Source: an optimization exercise on an open RTL-to-GDS flow (aim: small area and a short achievable clock period). Production flows keep margins and buffers that such runs may drop.
Function was checked by simulation only, so behaviour that the tests miss may differ from the original.

==> design.v <==
`default_nettype none
module mult_28_pipe #(
    parameter int          LOGQ  = 28,
    parameter int unsigned PRIME = 32'h0FFF_0001,
    parameter int          TAGW  = 8
) (
    input  logic                CLK,
    input  logic                RSTN,
    input  logic                EN,
    input  logic                IN_VALID,
    input  logic [LOGQ-1:0]     A,
    input  logic [LOGQ-1:0]     B,
    input  logic [TAGW-1:0]     IN_TAG,
    output logic                OUT_VALID,
    output logic [2*LOGQ-1:0]   PROD,
    output logic [TAGW-1:0]     OUT_TAG,
    output logic                BUSY,
    output logic                RANGE_ERR
);
    localparam int c_half = LOGQ / 2;
    if (LOGQ != 28 || PRIME == 0 || PRIME >= (32'd1 << LOGQ)) begin : g_param_check
        $error("mult_28_pipe: unsupported LOGQ/PRIME");
    end
    logic              r_s1_valid;
    logic [LOGQ-1:0]   r_s1_a;
    logic [LOGQ-1:0]   r_s1_b;
    logic [TAGW-1:0]   r_s1_tag;
    always_ff @(posedge CLK or negedge RSTN) begin
        if (!RSTN) begin
            r_s1_valid <= 1'b0;
            r_s1_a     <= '0;
            r_s1_b     <= '0;
            r_s1_tag   <= '0;
        end else if (EN) begin
            r_s1_valid <= IN_VALID;
            r_s1_a     <= A;
            r_s1_b     <= B;
            r_s1_tag   <= IN_TAG;
        end
    end
    logic [c_half-1:0] w_ah, w_al, w_bh, w_bl;
    assign w_ah = r_s1_a[LOGQ-1:c_half];
    assign w_al = r_s1_a[c_half-1:0];
    assign w_bh = r_s1_b[LOGQ-1:c_half];
    assign w_bl = r_s1_b[c_half-1:0];
    logic [LOGQ-1:0] w_pll, w_plh, w_phl, w_phh;
    assign w_pll = {{c_half{1'b0}}, w_al} * {{c_half{1'b0}}, w_bl};
    assign w_plh = {{c_half{1'b0}}, w_al} * {{c_half{1'b0}}, w_bh};
    assign w_phl = {{c_half{1'b0}}, w_ah} * {{c_half{1'b0}}, w_bl};
    assign w_phh = {{c_half{1'b0}}, w_ah} * {{c_half{1'b0}}, w_bh};
    logic              r_s2_valid;
    logic [LOGQ-1:0]   r_s2_pll, r_s2_plh, r_s2_phl, r_s2_phh;
    logic [TAGW-1:0]   r_s2_tag;
    always_ff @(posedge CLK or negedge RSTN) begin
        if (!RSTN) begin
            r_s2_valid <= 1'b0;
            r_s2_pll   <= '0;
            r_s2_plh   <= '0;
            r_s2_phl   <= '0;
            r_s2_phh   <= '0;
            r_s2_tag   <= '0;
        end else if (EN) begin
            r_s2_valid <= r_s1_valid;
            r_s2_pll   <= w_pll;
            r_s2_plh   <= w_plh;
            r_s2_phl   <= w_phl;
            r_s2_phh   <= w_phh;
            r_s2_tag   <= r_s1_tag;
        end
    end
    logic [LOGQ:0]     w_mid;
    assign w_mid = {1'b0, r_s2_plh} + {1'b0, r_s2_phl};
    logic [2*LOGQ-1:0] w_prod;
    assign w_prod = {{LOGQ{1'b0}}, r_s2_pll}
                  + {{(c_half-1){1'b0}}, w_mid, {c_half{1'b0}}}
                  + {r_s2_phh, {LOGQ{1'b0}}};
    logic              r_s3_valid;
    logic [2*LOGQ-1:0] r_s3_prod;
    logic [TAGW-1:0]   r_s3_tag;
    always_ff @(posedge CLK or negedge RSTN) begin
        if (!RSTN) begin
            r_s3_valid <= 1'b0;
            r_s3_prod  <= '0;
            r_s3_tag   <= '0;
        end else if (EN) begin
            r_s3_valid <= r_s2_valid;
            r_s3_prod  <= w_prod;
            r_s3_tag   <= r_s2_tag;
        end
    end
    assign OUT_VALID = r_s3_valid;
    assign PROD      = r_s3_prod;
    assign OUT_TAG   = r_s3_tag;
    assign BUSY      = r_s1_valid | r_s2_valid | r_s3_valid;
    localparam logic [LOGQ-1:0] c_prime = PRIME[LOGQ-1:0];
    logic r_range_err;
    always_ff @(posedge CLK or negedge RSTN) begin
        if (!RSTN) begin
            r_range_err <= 1'b0;
        end else if (EN && IN_VALID && (A >= c_prime || B >= c_prime)) begin
            r_range_err <= 1'b1;
        end
    end
    assign RANGE_ERR = r_range_err;
endmodule
`default_nettype wire
==> run.sh <==
#!/bin/bash
# synth_recipe.tcl (not shown) runs the flow's synth.tcl, then flattens the netlist and writes it again
# the make line also repeats each setting of config.mk as NAME=value (left out here)
make -C /OpenROAD-flow-scripts/flow DESIGN_CONFIG=/design/flow/config.mk WORK_HOME=/design/flow/orfs CLKGATE_MAP_FILE= SYNTH_SCRIPT=/design/flow/synth_recipe.tcl finish
==> config.mk <==
export PLATFORM = sky130hd
export DESIGN_NAME = mult_28_pipe
export DESIGN_NICKNAME = mult_28_pipe
export VERILOG_FILES = /design/flow/design.v
export SDC_FILE = /design/flow/constraint.sdc
export NUM_CORES = 4
export LEC_CHECK = 0
export CAP_MARGIN = 20
export CORE_MARGIN = 2
export CORE_UTILIZATION = 40
export SLEW_MARGIN = 20
==> constraint.sdc <==
create_clock -name core_clock -period 6.5 [get_ports {CLK}]
set_input_delay 1.3000 -clock core_clock [delete_from_list [all_inputs] [get_ports {CLK}]]
set_output_delay 1.3000 -clock core_clock [all_outputs]
set_load 0.01 [all_outputs]
==> run summary <==
- Status: finished clean
- Most common cell on crit path: fa_1
- Endpoint class of the critical path: flop
- First-pass GRT wire length: roughly 170 mm
- Core Area: 0.0969 mm2
- Initial antenna violation count: 0
- Synth Area in XOR/XNOR: 0.0300
- Fin crit period: approximately 6300 ps
- Detailed placer's ending HPWL: roughly 84 mm
- Post-Syn Instances: between 4,000 and 5,000
- Die X-Extent: between 300 and 400 um
- Row cnt: 114
- TritonCTS clock tree: done
- Post-synth top area share: 0.289
- Fmax: 0.160 GHz
- Drt first pass iters: 7
- Hold Path Sink: r_range_err
- Largest net degree at the start of global routing: about 150
- Post-synth ARST share: 1.00
- Vias in the first global route: between 30,000 and 40,000
- Worst slew pin tran: about 960 ps
- Cell Area, Synth: 0.0392 mm2
- Post-synthesis mux area share: 0.0549
- Final setup fails: 0
- Routability cong.: ~0.85
- Critical Path Max Stage Delay: approximately 540 ps
- Drt via density: approximately 5.2
- Clk_skew: approximately 26 ps
- Area growth syn-to-layout: 11.7%
- Ys Warns: 1
- Slew HR: 0.357
- Placed Instances: 5,505
- Die area: between 0.1 and 0.15 mm2
- DP Area: around 0.042 mm2
- Die H: roughly 320 um
- Starting DRT DRC Count: about 1,500
- CTS clk-pin slew, worst paths: about 70 ps
- Clock Sinks: ~250
- Post-Layout Inst Area: 0.0437 mm2
- Critical Path RT: between 6000 and 7000 ps
- Crit-path cells: buf_4 > and2_1 > fa_1 > inv_1 > fa_1 > inv_1 > fa_1 > fa_1 > fa_1 > inv_1 > fa_1 > inv_1 > ha_1 > a21oi_1 > nor2b_1 > nor2_1 > nand3b_1 > o211ai_1 > buf_4 > nand3_1 > a21o_1 > a221o_1
- Worst-skew pair later-pin latency: between 500 and 600 ps
- DRC viols: 0
- Hold buffer count at CTS: 0
- Final hold violation count: 0
- Arrival time of the worst setup path: between 6000 and 7000 ps
- Simple-gate area share of the yosys netlist: 0.152
- Ports: 135
- Syn nets: 5,262
- Post-Route WL: 105 mm
- Largest area contributor in the netlist: fa_1
- Crit-path max FO: 12
- Post-Syn Area per Cell: a little over 9 um2
- Post-DRT Antenna Nets: 0
- Critical Path Slowest Stage Cell: fa_1
- Adder-cell share of the synthesized area: 0.425
- Fin cells: approximately 5,600
- Worst r2r src: r_s1_a[5]
- Share of cells above drive strength 1: 0.0987
- Hold path startpoint: r_range_err
- Period utilization: 0.964
- Largest cells by area after synthesis: fa_1 (29%), dfrtp_1 (16%), ha_1 (14%)
- Gr usage total: 0.220
- H-tree depth: 2
- Max-Cap Viols: 0
- Root buffer cell: clkbuf_16
- NumNets Final: around 5,300
- Number of port buffers: around 130
- WS Path Type: reg2reg
- Synth Area in Compound Gates: 0.0885
- FF+latch count, synth: 252
- Main synth FF type: dfrtp_1
- Starting Density: 0.404
- Unique masters post-synth: a little under 80
- Pins Over Slew Limit: 0
- Worst reg2reg setup slack: roughly 240 ps
- Vias: 29,100
- Critical Path Start Type: flop
- Reg2reg path depth: 22
- Clock buffer depth: 3
- Avg WL per Cell: between 15 and 20 um
- Sequential share of the synthesized area: 0.161
- Main combinational cell family by area after synthesis: adder cells
- FF-to-FF End: r_s2_plh[22]
- Cell count of the worst hold path: 1
- HP Class: reg2reg
- Cts bufs inserted: 37
- Post-synth EDFFs: 0
- GR Overflow Total: 0
[kinds of logic after synthesis]
logic type      count (synthesis)
xor+xnor                      134
compound gates                522
flops                         252
fa+ha+maj                     991
simple gates                 1192
buf+inv                       921
mux                           191
[Yosys cell counts (15+ instances only)]
| library cell | number |
|---|---|
| and3_1 | 20 |
| nor2b_1 | 15 |
| a21oi_1 | 162 |
| a31oi_1 | 27 |
| dfrtp_1 | 252 |
| ha_1 | 425 |
| o21ai_0 | 83 |
| nand2_1 | 490 |
| fa_1 | 566 |
| xor2_1 | 32 |
| nand3_1 | 49 |
| and2_1 | 390 |
| mux2_2 | 190 |
| nand4_1 | 29 |
| inv_1 | 692 |
| nor3_1 | 25 |
| nor4_1 | 15 |
| a211oi_1 | 17 |
| o21a_1 | 16 |
| xnor2_1 | 102 |
| o21bai_1 | 24 |
| a21o_1 | 73 |
| clkbuf_1 | 217 |
| nor2_1 | 96 |
[final cells by class]
class / count / area, um2
inverter: 692 / 2600
multi-input combinational: 3030 / 29400
timing repair buffer: 256 / 2490
clock buffer: 47 / 1040
antenna: 2 / 5.00
tap: 1276 / 1600
sequential: 252 / 6320
clock inverter: 21 / 250
fill: 9314 / 53100
[how the worst max path moves through the flow]
stage | start | to | slack [ps] | cells after the start
after floorplan | r_s1_b[4] | r_s2_pll[25] | 460 | 24
after global placement | r_s1_b[16] | r_s2_phh[22] | 210 | 22
after detailed placement | r_s1_b[16] | r_s2_phh[23] | 170 | 21
after CTS | r_s1_b[17] | r_s2_phh[23] | 130 | 22
after global routing | r_s1_b[16] | r_s2_phh[23] | -40 | 21
final | r_s1_a[5] | r_s2_plh[22] | 240 | 22
[placed cells by master (no fill, tap or decap), types with 73 or more instances in the layout]
master             n
o21ai_0           83
a21oi_1          162
buf_4            104
clkdlybuf4s50_1  132
and2_1           390
nand2_1          490
mux2_2           190
a21o_1            73
nor2_1            96
ha_1             425
fa_1             566
xnor2_1          102
inv_1            691
dfrtp_1          239
[what timing repair did]
item / CTS / global route
setup buffers: 0 / 1
setup endpoints to repair: 0 / 18
gates resized for setup: 0 / 19
hold endpoints to repair: 0 / 0
[worst max-delay path: cells and delay by family (launching register included)]
family / cells / cell delay, ps
AOI/OAI and AO/OA: 4 / 1060
adders and majority gates: 7 / 3370
buffers and inverters: 6 / 620
DFF: 1 / 480
and+or+nand+nor: 5 / 620
[state kept, by name (all words and copies together), names as in the netlist, 28 cells and up]
signal,flops
r_s2_pll,28
r_s1_a,28
r_s1_b,28
r_s2_phl,28
r_s2_plh,28
r_s2_phh,28
r_s3_prod,56
[routing by layer]
metal,vias to the layer above,share of wire,global-route usage
met3,159,0.042,0.0247
met2,641,0.50,0.388
met1,14800,0.42,0.278
li1,13500,-,-
met5,-,0,0
met4,0,0.040,0.0812
[through the flow]
step	worst slack (ps)	TNS, ps	util	hold slack (ps)
final	237	0	0.452	477
after global routing	-36.6	-47.9	0.452	496
after CTS	127	0	0.451	484
after detailed placement	174	0	0.437	470
after global placement	214	0	0.437	465
after floorplan	463	0	-	449

## afterwards: timing with drivers on the ports
No port has a modelled driver above. Below, the same layout with a new extraction and two added sets of constraints. Step 1 sets driving cells, clkbuf_16 on the clock port and buf_2 on the other inputs (assumed; they add their load-dependent delay and slew). Step 2 also shifts input and output timing later by t, the mid clock arrival at the registers, as if the neighbouring blocks saw the same clock. Slacks: ideal / step 1 / step 2; pairs: ideal / step 1.
t (ns): 0.641
setup WS [ns]: 0.237 / 0.237 / 0.237
worst register clock-pin slew, ns: 0.07 / 0.07
After both steps setup and hold are still met in this run. The setup slack of this run moves by 0.000 ns with the drivers and by 0.000 ns with both steps.
